What follows belongs to an exercise in optimizing a design on an open flow for small area; a production flow would make more cautious choices. Where RTL was checked, it was by simulation tests only, not by an equivalence proof against the original.

birch:
==> flow/design.v <==
package yuv_fb_pkg;
    localparam int unsigned Y_SAMPLES_PER_WORD = 5;
    localparam int unsigned C_SAMPLES_PER_WORD = 18;
    localparam int unsigned Y_WORD_W           = 40;
    localparam int unsigned C_WORD_W           = 144;
    typedef enum logic [2:0] {
        IDLE   = 3'b000,
        LOAD   = 3'b001,
        LOAD2  = 3'b011,
        STREAM = 3'b100,
        DONE   = 3'b010
    } fb_state_e;
endpackage
module yuv_aoi222 (
    input  logic a0, s0, a1, s1, a2, s2,
    output logic y
);
    assign y = ~((a0 & s0) | (a1 & s1) | (a2 & s2));
endmodule
module yuv_aoi22 (
    input  logic a0, s0, a1, s1,
    output logic y
);
    assign y = ~((a0 & s0) | (a1 & s1));
endmodule
module yuv_incbit (
    input  logic a, p, c,
    output logic y
);
    assign y = a ^ (c & p);
endmodule
module yuv_prefix_and #(
    parameter int unsigned W  = 16,
    parameter bit          UD = 1'b0      
) (
    input  logic [W-1:0] a,
    input  logic         dn,
    output logic [W-1:0] p
);
    always_comb begin
        p[0] = 1'b1;
        for (int unsigned i = 1; i < W; i++)
            p[i] = p[i-1] & (a[i-1] ^ (UD & dn));
    end
endmodule
module yuv_inc #(
    parameter int unsigned W  = 16,
    parameter bit          UD = 1'b0      
) (
    input  logic [W-1:0] a,
    input  logic         dn,
    input  logic         c,
    output logic [W-1:0] y
);
    logic [W-1:0] p;
    yuv_prefix_and #(.W(W), .UD(UD)) u_p (.a(a), .dn(dn), .p(p));
    for (genvar i = 0; i < W; i++) begin : g_bit
        yuv_incbit u_b (.a(a[i]), .p(p[i]), .c(c), .y(y[i]));
    end
endmodule
module packed_lane_unpacker #(
    parameter int unsigned SAMPLES = 5
) (
    input  logic [SAMPLES*8-1:0] q,
    input  logic [SAMPLES-1:0]   hot,
    output logic [7:0]           sample
);
    localparam int unsigned G3 = SAMPLES / 3;
    localparam int unsigned G  = (SAMPLES + 2) / 3;
    localparam int unsigned R  = SAMPLES % 3;
    for (genvar b = 0; b < 8; b++) begin : g_bit
        logic [G-1:0] g_n;
        for (genvar g = 0; g < G3; g++) begin : g_3
            yuv_aoi222 u_s (
                .a0(q[8*(3*g) + b]),   .s0(hot[3*g]),
                .a1(q[8*(3*g+1) + b]), .s1(hot[3*g+1]),
                .a2(q[8*(3*g+2) + b]), .s2(hot[3*g+2]),
                .y(g_n[g])
            );
        end
        if (R == 2) begin : g_2
            yuv_aoi22 u_s (
                .a0(q[8*(3*G3) + b]),   .s0(hot[3*G3]),
                .a1(q[8*(3*G3+1) + b]), .s1(hot[3*G3+1]),
                .y(g_n[G3])
            );
        end else if (R == 1) begin : g_1
            assign g_n[G3] = ~(q[8*(3*G3) + b] & hot[3*G3]);
        end
        assign sample[b] = ~&g_n;
    end
endmodule
module yuv420_fb_reader #(
    parameter int unsigned WIDTH  = 640,
    parameter int unsigned HEIGHT = 480,
    parameter int unsigned Y_AW   = 16,
    parameter int unsigned C_AW   = 13
) (
    input  logic                MIPI_PIXEL_CLK,
    input  logic                RESET_N,
    input  logic                frame_start,
    output logic                busy,
    output logic                frame_done,
    output logic [Y_AW-1:0]     y_rdaddress,
    input  logic [yuv_fb_pkg::Y_WORD_W-1:0] y_q,
    output logic [C_AW-1:0]     u_rdaddress,
    input  logic [yuv_fb_pkg::C_WORD_W-1:0] u_q,
    output logic [C_AW-1:0]     v_rdaddress,
    input  logic [yuv_fb_pkg::C_WORD_W-1:0] v_q,
    output logic                pix_valid,
    input  logic                pix_ready,
    output logic [7:0]          pix_y,
    output logic [7:0]          pix_u,
    output logic [7:0]          pix_v,
    output logic                pix_sof,
    output logic                pix_eol
);
    localparam int unsigned YS = yuv_fb_pkg::Y_SAMPLES_PER_WORD;    
    localparam int unsigned CS = yuv_fb_pkg::C_SAMPLES_PER_WORD;    
    localparam int unsigned LW = $clog2(WIDTH / YS);                
    yuv_fb_pkg::fb_state_e state_q, state_d;
    logic [Y_AW-1:0] ya, y_next;    
    logic [2:0]      yo;            
    logic [C_AW-1:0] ca, c_next;    
    logic [4:0]      co;            
    logic            sof_q;         
    logic idle, load, load2, stream, xfer, y_wrap, eol, last_row;
    logic odd_row, c_step, c_wrap, y_inc, c_ge14, c_bor;
    logic c_dn, c0, c1, c4, c_t1, c_g;
    logic [2:0]    yo_inc;          
    logic [4:0]    co_inc, co_add4;  
    logic [YS-1:0] y_hot;
    logic [CS-1:0] c_hot;
    assign idle     = (state_q == yuv_fb_pkg::IDLE);
    assign load     = (state_q == yuv_fb_pkg::LOAD);
    assign load2    = (state_q == yuv_fb_pkg::LOAD2);
    assign stream   = state_q[2];
    assign xfer     = stream && pix_ready;
    assign y_wrap   = yo[2];                                    
    assign eol      = y_wrap && (&ya[LW-1:0]);                  
    assign last_row = ya[LW+8] & ya[LW+7] & ya[LW+6] & ya[LW+4] & ya[LW+3]
                    & ya[LW+2] & ya[LW+1] & ya[LW];
    assign odd_row  = ya[LW];
    assign c_step   = xfer && (ya[0] ^ yo[0]);
    assign c_wrap   = co[4] & co[0];                            
    assign c_ge14   = co[4] | (co[3] & co[2] & co[1]);          
    assign y_inc    = xfer && y_wrap;
    yuv_inc #(.W(Y_AW)) u_y_inc (.a(ya), .dn(1'b0), .c(y_inc), .y(y_next));
    assign c_bor    = co[4] | co[3] | co[2];
    assign c_dn     = odd_row && (load || load2);
    assign c4       = load && odd_row;
    assign c1       = load2 && odd_row && c_bor;
    assign c0       = c_step && c_wrap || load2 && odd_row && !c_bor;
    assign c_t1     = c0 && (ca[0] ^ c_dn) || c1;
    assign c_g      = c_t1 && (ca[1] ^ c_dn) && (ca[2] ^ c_dn) && (ca[3] ^ c_dn) || c4;
    assign c_next[0] = ca[0] ^ c0;
    assign c_next[1] = ca[1] ^ c_t1;
    assign c_next[2] = ca[2] ^ (c_t1 && (ca[1] ^ c_dn));
    assign c_next[3] = ca[3] ^ (c_t1 && (ca[1] ^ c_dn) && (ca[2] ^ c_dn));
    yuv_inc #(.W(C_AW-4), .UD(1'b1)) u_c_inc (.a(ca[C_AW-1:4]), .dn(c_dn), .c(c_g), .y(c_next[C_AW-1:4]));
    always_comb begin
        state_d = state_q;
        case (state_q)
            yuv_fb_pkg::IDLE:    if (frame_start) state_d = yuv_fb_pkg::LOAD;
            yuv_fb_pkg::LOAD:    state_d = yuv_fb_pkg::LOAD2;
            yuv_fb_pkg::LOAD2:   state_d = yuv_fb_pkg::STREAM;
            yuv_fb_pkg::STREAM:  if (xfer && eol) state_d = last_row ? yuv_fb_pkg::DONE : yuv_fb_pkg::LOAD;
            yuv_fb_pkg::DONE:    state_d = yuv_fb_pkg::IDLE;
            default: state_d = yuv_fb_pkg::IDLE;
        endcase
    end
    always_ff @(posedge MIPI_PIXEL_CLK) begin
        if (!RESET_N)
            state_q <= yuv_fb_pkg::IDLE;
        else
            state_q <= state_d;
        if (idle) begin
            ya    <= '0;
            yo    <= '0;
            ca    <= '0;
            co    <= '0;
            sof_q <= 1'b1;
        end else begin
            ya <= y_next;
            if (xfer) begin
                yo    <= yo_inc;
                sof_q <= 1'b0;
            end
            ca <= c_next;
            if (c4)
                co <= co_add4;
            else if (c_step)
                co <= co_inc;
        end
    end
    assign yo_inc[0]  = ~yo[0] & ~yo[2];
    assign yo_inc[1]  = yo[1] ^ yo[0];
    assign yo_inc[2]  = yo[1] & yo[0];
    assign co_inc[0]  = ~co[0];
    assign co_inc[1]  = (co[1] ^ co[0]) & ~co[4];
    assign co_inc[2]  = co[2] ^ (co[1] & co[0]);
    assign co_inc[3]  = co[3] ^ (co[2] & co[1] & co[0]);
    assign co_inc[4]  = (co[3] & co[2] & co[1] & co[0]) | (co[4] & ~co[0]);
    assign co_add4[0] = co[0];
    assign co_add4[1] = co[1] ^ c_ge14;
    assign co_add4[2] = ~co[2] & ~c_ge14;
    assign co_add4[3] = (co[3] ^ co[2]) & ~c_ge14;
    assign co_add4[4] = co[3] & co[2] & ~c_ge14;
    assign y_hot[0] = ~(yo[2] | yo[1] | yo[0]);
    assign y_hot[1] = ~yo[1] &  yo[0];
    assign y_hot[2] =  yo[1] & ~yo[0];
    assign y_hot[3] =  yo[1] &  yo[0];
    assign y_hot[4] =  yo[2];
    always_comb begin
        for (int unsigned k = 0; k < 16; k++)
            c_hot[k] = (co[3:0] == 4'(k)) && (k >= 2 || !co[4]);
        c_hot[16] = co[4] & ~co[0];
        c_hot[17] = co[4] &  co[0];
    end
    packed_lane_unpacker #(.SAMPLES(YS)) u_y_sel (.q(y_q), .hot(y_hot), .sample(pix_y));
    packed_lane_unpacker #(.SAMPLES(CS)) u_u_sel (.q(u_q), .hot(c_hot), .sample(pix_u));
    packed_lane_unpacker #(.SAMPLES(CS)) u_v_sel (.q(v_q), .hot(c_hot), .sample(pix_v));
    assign busy        = |state_q;
    assign frame_done  = (state_q == yuv_fb_pkg::DONE);
    assign pix_valid   = stream;
    assign pix_sof     = sof_q;
    assign pix_eol     = eol;
    assign y_rdaddress = y_next;
    assign u_rdaddress = c_next;
    assign v_rdaddress = c_next;
endmodule
==> flow/config.mk <==
export PLATFORM = sky130hd
export DESIGN_NAME = yuv420_fb_reader
export DESIGN_NICKNAME = yuv420_fb_reader
export VERILOG_FILES = /design/flow/design.v
export SDC_FILE = /design/flow/constraint.sdc
export NUM_CORES = 4
export LEC_CHECK = 0
export CAP_MARGIN = 20
export CORE_AREA = 2.5 2.5 137.5 89.5
export DIE_AREA = 0 0 140 92
export SLEW_MARGIN = 20
==> flow/constraint.sdc <==
create_clock -name core_clock -period 5.0 [get_ports {MIPI_PIXEL_CLK}]
set_input_delay 1.0000 -clock core_clock [delete_from_list [all_inputs] [get_ports {MIPI_PIXEL_CLK}]]
set_output_delay 1.0000 -clock core_clock [all_outputs]
set_load 0.01 [all_outputs]
standard.sh (not shown) runs the stock make flow with config.mk's settings and CLKGATE_MAP_FILE= SYNTH_SCRIPT=/design/flow/synth_recipe.tcl, a recipe that flattens the netlist after the stock synthesis.
==> flow/flow/run.sh <==
#!/bin/bash
# ORFS layout with two changes:
#  - synthesis maps logic with an area-oriented ABC script (flow/abc_area.script)
#    in place of ORFS's speed script; everything else in synthesis, including
#    the standard flow's synthesis wrapper (flatten, renames) and the flip-flop mapping,
#    is unchanged;
#  - port buffering uses the smallest buffer cell (buf_1).
# Each step's full output is in orfs/logs/; the make output is in synth.log and
# layout.log here.
set -euo pipefail
rm -rf scripts_area
cp -r "$FLOW_HOME/scripts" scripts_area
cp flow/abc_area.script scripts_area/abc_speed.script
bash standard.sh "SCRIPTS_DIR=$PWD/scripts_area" synth > synth.log 2>&1
bash standard.sh \
  "BUFFER_PORTS_ARGS=-buffer_cell sky130_fd_sc_hd__buf_1" \
  finish > layout.log 2>&1
==> flow/flow/abc_area.script <==
strash
&get -n
&st
&dch
&nf -R 1000
&put
Both conditions hold for birch: the flow ran to the end and the final layout passed the timing, design-rule and antenna checks.
What cedar does differently from birch at the input level:
--- a/flow/design.v
+++ b/flow/design.v
@@ -126,10 +126,8 @@
     logic            sof_q;         
     logic idle, load, load2, stream, xfer, y_wrap, eol, last_row;
     logic odd_row, c_step, c_wrap, y_inc, c_ge14, c_bor;
     logic c_dn, c0, c1, c4, c_t1, c_g;
-    logic [2:0]    yo_inc;          
-    logic [4:0]    co_inc, co_add4;  
     logic [YS-1:0] y_hot;
     logic [CS-1:0] c_hot;
     assign idle     = (state_q == yuv_fb_pkg::IDLE);
     assign load     = (state_q == yuv_fb_pkg::LOAD);
@@ -182,31 +180,18 @@
             sof_q <= 1'b1;
         end else begin
             ya <= y_next;
             if (xfer) begin
-                yo    <= yo_inc;
+                yo    <= y_wrap ? 3'd0 : yo + 3'd1;
                 sof_q <= 1'b0;
             end
             ca <= c_next;
             if (c4)
-                co <= co_add4;
+                co <= c_ge14 ? co - 5'd14 : co + 5'd4;
             else if (c_step)
-                co <= co_inc;
+                co <= c_wrap ? 5'd0 : co + 5'd1;
         end
     end
-    assign yo_inc[0]  = ~yo[0] & ~yo[2];
-    assign yo_inc[1]  = yo[1] ^ yo[0];
-    assign yo_inc[2]  = yo[1] & yo[0];
-    assign co_inc[0]  = ~co[0];
-    assign co_inc[1]  = (co[1] ^ co[0]) & ~co[4];
-    assign co_inc[2]  = co[2] ^ (co[1] & co[0]);
-    assign co_inc[3]  = co[3] ^ (co[2] & co[1] & co[0]);
-    assign co_inc[4]  = (co[3] & co[2] & co[1] & co[0]) | (co[4] & ~co[0]);
-    assign co_add4[0] = co[0];
-    assign co_add4[1] = co[1] ^ c_ge14;
-    assign co_add4[2] = ~co[2] & ~c_ge14;
-    assign co_add4[3] = (co[3] ^ co[2]) & ~c_ge14;
-    assign co_add4[4] = co[3] & co[2] & ~c_ge14;
     assign y_hot[0] = ~(yo[2] | yo[1] | yo[0]);
     assign y_hot[1] = ~yo[1] &  yo[0];
     assign y_hot[2] =  yo[1] & ~yo[0];
     assign y_hot[3] =  yo[1] &  yo[0];
- cedar against birch: fill cell total of the finished layout went up 40; worst relative slew slack decreased by 3.6 points relative to the old numbers; wire length of the first global-routing pass comparable; final area saw an increase.
- [cedar] highest clock rate rose 15 MHz relative to birch
- Looking at biggest cell delay along the critical path, cedar sits 0.03 ns lower than birch does.
- Taking birch as the reference point, the synthesized area of cedar rises by 1.6%.
- Status: buffer count excluding the clock tree in the final layout parity (cedar, birch)
- The fraction of met3 tracks used by global routing number comes out higher for cedar vs birch.
- Cmp cedar and birch / minimum period implied by the final worst setup slack / lower: cedar
- Of cedar and birch, the run reporting the lower effective utilization at floorplan was birch.
For cedar, only the layout was checked, not whether the RTL still works.

## static timing again, ports no longer ideal
In the flow no input, the clock included, has a driving cell. The finished layouts below were timed again as built, in two steps.
Step 1 assumes that a clkbuf_16 drives the clock port and a buf_2 every other input.
Step 2 moves the port delays by t, midway between the first and last clock arrival at a register: inputs arrive t later, outputs are due t later. That takes back most of the time a late clock gives input paths.
Three values: ideal ports, drivers, drivers and shift; two values: the first two.
run | t (ns) | setup slack, ns | worst slew at a driven data input, ns
birch | 0.311 | 0.466 / 0.430 / 0.430 | 0.09
cedar | 0.325 | 0.757 / 0.708 / 0.708 | 0.08
After both steps setup and hold are still met in every run listed. The setup slack of cedar, which loses most, moves by -0.049 ns with the drivers and by -0.049 ns with both steps.
